Source: an optimization exercise on an open RTL-to-GDS flow (aim: small area and a short achievable clock period). Production flows keep margins and buffers that such runs may drop.
Function was checked by simulation only, so behaviour that the tests miss may differ from the original.
Power figures rest on the tool's default switching activity, not on a simulated workload. The flow treats the clock pin as an ideal source, which a real chip does not have.

==> exp/raven: inputs <==
==> flow/design.v <==
package merge_fifo_ctrl_pkg;
   localparam int OUT_DEPTH = 2;
   typedef enum logic {CH0 = 1'b0, CH1 = 1'b1} chan_e;
endpackage
module tdpram_v #(
   parameter int NROW   = 16,
   parameter int NCOL   = 16,
   parameter int DWIDTH = 17
) (
   input  logic              clk_i,
   input  logic              wen_i,
   input  logic [DWIDTH-1:0] wdata_i,
   input  logic [NROW-1:0]   rrow_n_i,
   input  logic [NCOL-1:0]   rcol_n_i,
   output logic [DWIDTH-1:0] rdata_o
);
   localparam int NWORDS = NROW * NCOL;
   logic [DWIDTH-1:0] mem [NWORDS];
   always_ff @(posedge clk_i) begin
      if (wen_i) begin
         mem[0] <= wdata_i;
         for (int w = 1; w < NWORDS; w++)
            mem[w] <= mem[w - 1];
      end
   end
   logic [DWIDTH-1:0] row_q [NROW];
   always_comb begin
      for (int r = 0; r < NROW; r++) begin
         row_q[r] = '1;
         for (int c = 0; c < NCOL; c++)
            row_q[r] = row_q[r] & (mem[r * NCOL + c] | {DWIDTH{rcol_n_i[c]}});
      end
      rdata_o = '1;
      for (int r = 0; r < NROW; r++)
         rdata_o = rdata_o & (row_q[r] | {DWIDTH{rrow_n_i[r]}});
   end
endmodule
module merge_fifo_ctrl #(
   parameter int AWIDTH = 8,
   parameter int DWIDTH = 16
) (
   input  logic              clk_i,
   input  logic              rst_i,
   input  logic [DWIDTH-1:0] s0_data_i,
   input  logic              s0_valid_i,
   output logic              s0_ready_o,
   input  logic [DWIDTH-1:0] s1_data_i,
   input  logic              s1_valid_i,
   output logic              s1_ready_o,
   output logic [DWIDTH-1:0] m_data_o,
   output logic              m_chan_o,
   output logic              m_valid_o,
   input  logic              m_ready_i,
   output logic [AWIDTH+1:0] level_o,
   output logic              full_o,
   output logic              empty_o
);
   localparam int PTR_W    = AWIDTH + 1;   
   localparam int CHAN_BIT = DWIDTH;
   localparam int RW       = DWIDTH + 1;
   localparam int LW       = AWIDTH + 2;
   localparam int NWORDS   = 2 ** AWIDTH;
   localparam int CW       = 5;
   localparam int NCOL     = 2 ** CW;
   localparam int NROW     = NWORDS / NCOL;
   logic [PTR_W-1:0]  occ_q;
   logic [LW-1:0]     level_q;
   logic              full_q, empty_q, ram_empty_q, valid_q;
   logic              pri0_q, pri1_q, full_d;
   merge_fifo_ctrl_pkg::chan_e last_grant_d;
   logic              rd_pend;
   logic [1:0]        out_cnt;
   merge_fifo_ctrl_pkg::chan_e last_grant;
   logic              wst_valid;
   logic [RW-1:0]     wst_data;
   logic [AWIDTH-1:0] rd_pos;
   logic [NROW-1:0]   rd_row_n;
   logic [NCOL-1:0]   rd_col_n;
   logic [RW-1:0]     out_q, skid_q, ram_rd;
   logic              gnt0, gnt1, acc, sel1, pop, issue;
   assign gnt0 = s0_valid_i && (!s1_valid_i || last_grant == merge_fifo_ctrl_pkg::CH1);
   assign gnt1 = s1_valid_i && (!s0_valid_i || last_grant == merge_fifo_ctrl_pkg::CH0);
   assign s0_ready_o = !rst_i && s0_valid_i && (pri0_q || (!s1_valid_i && !full_q));
   assign s1_ready_o = !rst_i && s1_valid_i && (pri1_q || (!s0_valid_i && !full_q));
   assign acc        = (s0_valid_i || s1_valid_i) && !full_q && !rst_i;
   assign sel1       = (last_grant == merge_fifo_ctrl_pkg::CH0) ? s1_valid_i : !s0_valid_i;
   assign full_o    = full_q;
   assign empty_o   = empty_q;
   assign level_o   = level_q;
   assign m_valid_o = valid_q;
   assign m_data_o  = out_q[DWIDTH-1:0];
   assign m_chan_o  = out_q[CHAN_BIT];
   assign pop       = valid_q && m_ready_i;
   always_comb begin
      case ({out_cnt, rd_pend})
         3'b000, 3'b001, 3'b010: issue = !ram_empty_q;
         3'b011, 3'b100:         issue = !ram_empty_q && m_ready_i;
         default:                issue = 1'b0;
      endcase
   end
   always_comb begin
      full_d = full_q;
      if (acc && !issue)
         full_d = (occ_q == PTR_W'(NWORDS - 1));
      else if (!acc && issue)
         full_d = 1'b0;
      last_grant_d = last_grant;
      if (acc)
         last_grant_d = sel1 ? merge_fifo_ctrl_pkg::CH1 : merge_fifo_ctrl_pkg::CH0;
   end
   always_ff @(posedge clk_i) begin
      if (rst_i) begin
         pri0_q <= 1'b1;
         pri1_q <= 1'b0;
      end else begin
         pri0_q <= !full_d && last_grant_d == merge_fifo_ctrl_pkg::CH1;
         pri1_q <= !full_d && last_grant_d == merge_fifo_ctrl_pkg::CH0;
      end
   end
   always_ff @(posedge clk_i) begin
      if (rst_i) begin
         occ_q       <= '0;
         level_q     <= '0;
         full_q      <= 1'b0;
         empty_q     <= 1'b1;
         ram_empty_q <= 1'b1;
         valid_q     <= 1'b0;
         rd_pend     <= 1'b0;
         out_cnt     <= 2'd0;
         last_grant  <= merge_fifo_ctrl_pkg::CH1;
      end else begin
         if (acc && !issue) begin
            occ_q       <= occ_q + PTR_W'(1);
            full_q      <= (occ_q == PTR_W'(NWORDS - 1));
            ram_empty_q <= 1'b0;
         end else if (!acc && issue) begin
            occ_q       <= occ_q - PTR_W'(1);
            full_q      <= 1'b0;
            ram_empty_q <= (occ_q == PTR_W'(1));
         end
         if (acc && !pop) begin
            level_q <= level_q + LW'(1);
            empty_q <= 1'b0;
         end else if (!acc && pop) begin
            level_q <= level_q - LW'(1);
            empty_q <= (level_q == LW'(1));
         end
         if (acc)
            last_grant <= sel1 ? merge_fifo_ctrl_pkg::CH1 : merge_fifo_ctrl_pkg::CH0;
         rd_pend <= issue;
         out_cnt <= out_cnt + 2'(rd_pend) - 2'(pop);
         valid_q <= (out_cnt + 2'(rd_pend) - 2'(pop)) != 2'd0;
      end
   end
   assign rd_pos = AWIDTH'(occ_q - PTR_W'(1));
   always_ff @(posedge clk_i) begin
      rd_col_n <= ~(NCOL'(1) << rd_pos[CW-1:0]);
      rd_row_n <= ~(NROW'(1) << rd_pos[AWIDTH-1:CW]);
   end
   always_ff @(posedge clk_i) begin
      wst_valid <= acc;
      wst_data  <= sel1 ? {1'b1, s1_data_i} : {1'b0, s0_data_i};
   end
   always_ff @(posedge clk_i) begin
      if (pop || out_cnt == 2'd0)
         out_q <= (out_cnt == 2'd2) ? skid_q : ram_rd;
      if (pop || out_cnt != 2'd2)
         skid_q <= ram_rd;
   end
   tdpram_v #(
      .NROW   (NROW),
      .NCOL   (NCOL),
      .DWIDTH (RW)
   ) u_ram (
      .clk_i   (clk_i),
      .wen_i   (wst_valid),
      .wdata_i (wst_data),
      .rrow_n_i (rd_row_n),
      .rcol_n_i (rd_col_n),
      .rdata_o (ram_rd)
   );
endmodule
==> flow/flow/run.sh <==
#!/bin/bash
export BUFFER_PORTS_ARGS="-buffer_cell sky130_fd_sc_hd__buf_2"
export SETUP_SLACK_MARGIN=5.8
export CTS_ARGS="-sink_clustering_enable -repair_clock_nets -buf_list sky130_fd_sc_hd__clkbuf_16 -sink_clustering_size 28 -sink_clustering_max_diameter 120 -dont_use_dummy_load"
bash standard.sh > standard.log 2>&1
==> flow/standard.sh <==
#!/bin/bash
# synth_recipe.tcl (not shown) runs the flow's synth.tcl, then flattens the netlist and writes it again
# the make line also repeats each setting of config.mk as NAME=value (left out here)
make -C /OpenROAD-flow-scripts/flow DESIGN_CONFIG=/design/flow/config.mk WORK_HOME=/design/flow/orfs CLKGATE_MAP_FILE= SYNTH_SCRIPT=/design/flow/synth_recipe.tcl "${@:-finish}"
==> flow/config.mk <==
export PLATFORM = sky130hd
export DESIGN_NAME = merge_fifo_ctrl
export DESIGN_NICKNAME = merge_fifo_ctrl
export VERILOG_FILES = /design/flow/design.v
export SDC_FILE = /design/flow/constraint.sdc
export NUM_CORES = 4
export LEC_CHECK = 0
export CAP_MARGIN = 20
export CORE_MARGIN = 2
export CORE_UTILIZATION = 65
export CTS_BUF_LIST = sky130_fd_sc_hd__clkbuf_16
export CTS_CLUSTER_DIAMETER = 100
export CTS_CLUSTER_SIZE = 25
export SLEW_MARGIN = 20
export SYNTH_MEMORY_MAX_BITS = 8192
==> flow/constraint.sdc <==
create_clock -name core_clock -period 10.0 [get_ports {clk_i}]
set_input_delay 2.0000 -clock core_clock [delete_from_list [all_inputs] [get_ports {clk_i}]]
set_output_delay 2.0000 -clock core_clock [all_outputs]
set_load 0.01 [all_outputs]
==> exp/onyx (differences from exp/raven) <==
==> flow/design.v, changed modules only <==
module tdpram_v #(
   parameter int NROW   = 16,
   parameter int NCOL   = 16,
   parameter int DWIDTH = 17
) (
   input  logic              clk_i,
   input  logic              wen_i,
   input  logic [DWIDTH-1:0] wdata_i,
   input  logic [NROW-1:0]   rrow_i,
   input  logic [NCOL-1:0]   rcol_i,
   output logic [DWIDTH-1:0] rdata_o
);
   localparam int NWORDS = NROW * NCOL;
   logic [DWIDTH-1:0] mem [NWORDS];
   always_ff @(posedge clk_i) begin
      if (wen_i) begin
         mem[0] <= wdata_i;
         for (int w = 1; w < NWORDS; w++)
            mem[w] <= mem[w - 1];
      end
   end
   logic [DWIDTH-1:0] row_q [NROW];
   always_comb begin
      for (int r = 0; r < NROW; r++) begin
         row_q[r] = '0;
         for (int c = 0; c < NCOL; c++)
            row_q[r] = row_q[r] | (mem[r * NCOL + c] & {DWIDTH{rcol_i[c]}});
      end
      rdata_o = '0;
      for (int r = 0; r < NROW; r++)
         rdata_o = rdata_o | (row_q[r] & {DWIDTH{rrow_i[r]}});
   end
endmodule
module merge_fifo_ctrl #(
   parameter int AWIDTH = 8,
   parameter int DWIDTH = 16
) (
   input  logic              clk_i,
   input  logic              rst_i,
   input  logic [DWIDTH-1:0] s0_data_i,
   input  logic              s0_valid_i,
   output logic              s0_ready_o,
   input  logic [DWIDTH-1:0] s1_data_i,
   input  logic              s1_valid_i,
   output logic              s1_ready_o,
   output logic [DWIDTH-1:0] m_data_o,
   output logic              m_chan_o,
   output logic              m_valid_o,
   input  logic              m_ready_i,
   output logic [AWIDTH+1:0] level_o,
   output logic              full_o,
   output logic              empty_o
);
   localparam int PTR_W    = AWIDTH + 1;   
   localparam int CHAN_BIT = DWIDTH;
   localparam int RW       = DWIDTH + 1;
   localparam int LW       = AWIDTH + 2;
   localparam int NWORDS   = 2 ** AWIDTH;
   localparam int CW       = AWIDTH / 2;
   localparam int NCOL     = 2 ** CW;
   localparam int NROW     = NWORDS / NCOL;
   logic [PTR_W-1:0]  occ_q;
   logic [LW-1:0]     level_q;
   logic              full_q, empty_q, ram_empty_q, valid_q;
   logic              rd_pend;
   logic [1:0]        out_cnt;
   merge_fifo_ctrl_pkg::chan_e last_grant;
   logic              wst_valid;
   logic [RW-1:0]     wst_data;
   logic [AWIDTH-1:0] rd_pos;
   logic [NROW-1:0]   rd_row;
   logic [NCOL-1:0]   rd_col;
   logic [RW-1:0]     out_q, skid_q, ram_rd;
   logic              gnt0, gnt1, acc0, acc1, acc, pop, issue;
   assign gnt0 = s0_valid_i && (!s1_valid_i || last_grant == merge_fifo_ctrl_pkg::CH1);
   assign gnt1 = s1_valid_i && (!s0_valid_i || last_grant == merge_fifo_ctrl_pkg::CH0);
   assign s0_ready_o = gnt0 && !full_q && !rst_i;
   assign s1_ready_o = gnt1 && !full_q && !rst_i;
   assign acc0       = s0_ready_o;
   assign acc1       = s1_ready_o;
   assign acc        = acc0 || acc1;
   assign full_o    = full_q;
   assign empty_o   = empty_q;
   assign level_o   = level_q;
   assign m_valid_o = valid_q;
   assign m_data_o  = out_q[DWIDTH-1:0];
   assign m_chan_o  = out_q[CHAN_BIT];
   assign pop       = valid_q && m_ready_i;
   always_comb begin
      case ({out_cnt, rd_pend})
         3'b000, 3'b001, 3'b010: issue = !ram_empty_q;
         3'b011, 3'b100:         issue = !ram_empty_q && m_ready_i;
         default:                issue = 1'b0;
      endcase
   end
   always_ff @(posedge clk_i) begin
      if (rst_i) begin
         occ_q       <= '0;
         level_q     <= '0;
         full_q      <= 1'b0;
         empty_q     <= 1'b1;
         ram_empty_q <= 1'b1;
         valid_q     <= 1'b0;
         rd_pend     <= 1'b0;
         out_cnt     <= 2'd0;
         last_grant  <= merge_fifo_ctrl_pkg::CH1;
      end else begin
         if (acc && !issue) begin
            occ_q       <= occ_q + PTR_W'(1);
            full_q      <= (occ_q == PTR_W'(NWORDS - 1));
            ram_empty_q <= 1'b0;
         end else if (!acc && issue) begin
            occ_q       <= occ_q - PTR_W'(1);
            full_q      <= 1'b0;
            ram_empty_q <= (occ_q == PTR_W'(1));
         end
         if (acc && !pop) begin
            level_q <= level_q + LW'(1);
            empty_q <= 1'b0;
         end else if (!acc && pop) begin
            level_q <= level_q - LW'(1);
            empty_q <= (level_q == LW'(1));
         end
         if (acc)
            last_grant <= acc1 ? merge_fifo_ctrl_pkg::CH1 : merge_fifo_ctrl_pkg::CH0;
         rd_pend <= issue;
         out_cnt <= out_cnt + 2'(rd_pend) - 2'(pop);
         valid_q <= (out_cnt + 2'(rd_pend) - 2'(pop)) != 2'd0;
      end
   end
   assign rd_pos = AWIDTH'(occ_q - PTR_W'(1));
   always_ff @(posedge clk_i) begin
      rd_col <= NCOL'(1) << rd_pos[CW-1:0];
      rd_row <= NROW'(1) << rd_pos[AWIDTH-1:CW];
   end
   always_ff @(posedge clk_i) begin
      wst_valid <= acc;
      wst_data  <= acc1 ? {1'b1, s1_data_i} : {1'b0, s0_data_i};
   end
   always_ff @(posedge clk_i) begin
      if (pop || out_cnt == 2'd0)
         out_q <= (out_cnt == 2'd2) ? skid_q : ram_rd;
      if (pop || out_cnt != 2'd2)
         skid_q <= ram_rd;
   end
   tdpram_v #(
      .NROW   (NROW),
      .NCOL   (NCOL),
      .DWIDTH (RW)
   ) u_ram (
      .clk_i   (clk_i),
      .wen_i   (wst_valid),
      .wdata_i (wst_data),
      .rrow_i  (rd_row),
      .rcol_i  (rd_col),
      .rdata_o (ram_rd)
   );
endmodule
==> flow/flow/run.sh (replaced) <==
#!/bin/bash
export BUFFER_PORTS_ARGS="-buffer_cell sky130_fd_sc_hd__buf_2"
export SETUP_SLACK_MARGIN=5.5
export CTS_ARGS="-sink_clustering_enable -repair_clock_nets -buf_list sky130_fd_sc_hd__clkbuf_16 -sink_clustering_size 25 -sink_clustering_max_diameter 100 -dont_use_dummy_load"
bash standard.sh > standard.log 2>&1
==> qor summary <==
quantity	exp/raven	exp/onyx
Run status	finished clean	finished clean
Top routing layer in use	met5	met4
Worst R2R End	out_q[12]$_DFFE_PP_	out_q[10]$_DFFE_PP_
Beginning of the worst hold path	wst_data[7]$_DFF_P_	wst_data[12]$_DFF_P_
Proportion of layout cells with a drive suffix above 1	0.0622	0.0586
Routed length on met2	196,000 um	170,000 um
Global router's overall resource usage	0.347	0.304
Crit-path max FO	4	2
Post-CTS Repair Setup Buffers	6	4
Number of clock buffers in the layout	177	196
Synth Area in Compound Gates	0.0978	0.129
WL met1	168,000 um	165,000 um
Portion of total power attributed to the clock network	0.224	0.210
Post-synthesis mux area share	0.00154	0.00126
Design internal power	0.0272 W	0.0291 W
Maximum cell stage delay along the critical path	0.15 ns	0.14 ns
Data arrival at the endpoint of the critical path	2.51 ns	2.61 ns
Clock Pin Slew Worst Setup and Hold Paths	0.10 ns	0.09 ns
Source-to-sink clock delay at the later pin of the worst-skew pair	0.90 ns	0.87 ns
Global-route wire length before repair	603,000 um	555,000 um

[afterwards: timing with drivers on the ports]
No port has a modelled driver above. Below, the same layouts with a new extraction and two added sets of constraints. Step 1 assumes that a clkbuf_16 drives the clock port and a buf_2 every other input. Step 2, shift: input delay + t, output delay - t, t = (earliest + latest rising clock arrival at the registers) / 2. This alone moves slack from input paths to output paths. Slacks: ideal ports / drivers / drivers and shift; pairs: ideal ports / drivers.
run | t, ns | slack for setup (ns) | hold WS [ns] | worst setup path at the end | slew at the worst register clock pin (ns)
exp/raven | 0.966 | 5.493 / 5.451 / 5.451 | 0.414 / 0.414 / 0.414 | input to output | 0.12 / 0.12
exp/onyx | 0.940 | 5.388 / 5.313 / 5.313 | 0.415 / 0.415 / 0.415 | input to output | 0.10 / 0.10
After both steps setup and hold are still met in every run listed. The setup slack of exp/onyx, which loses most, moves by -0.075 ns with the drivers and by -0.075 ns with both steps.
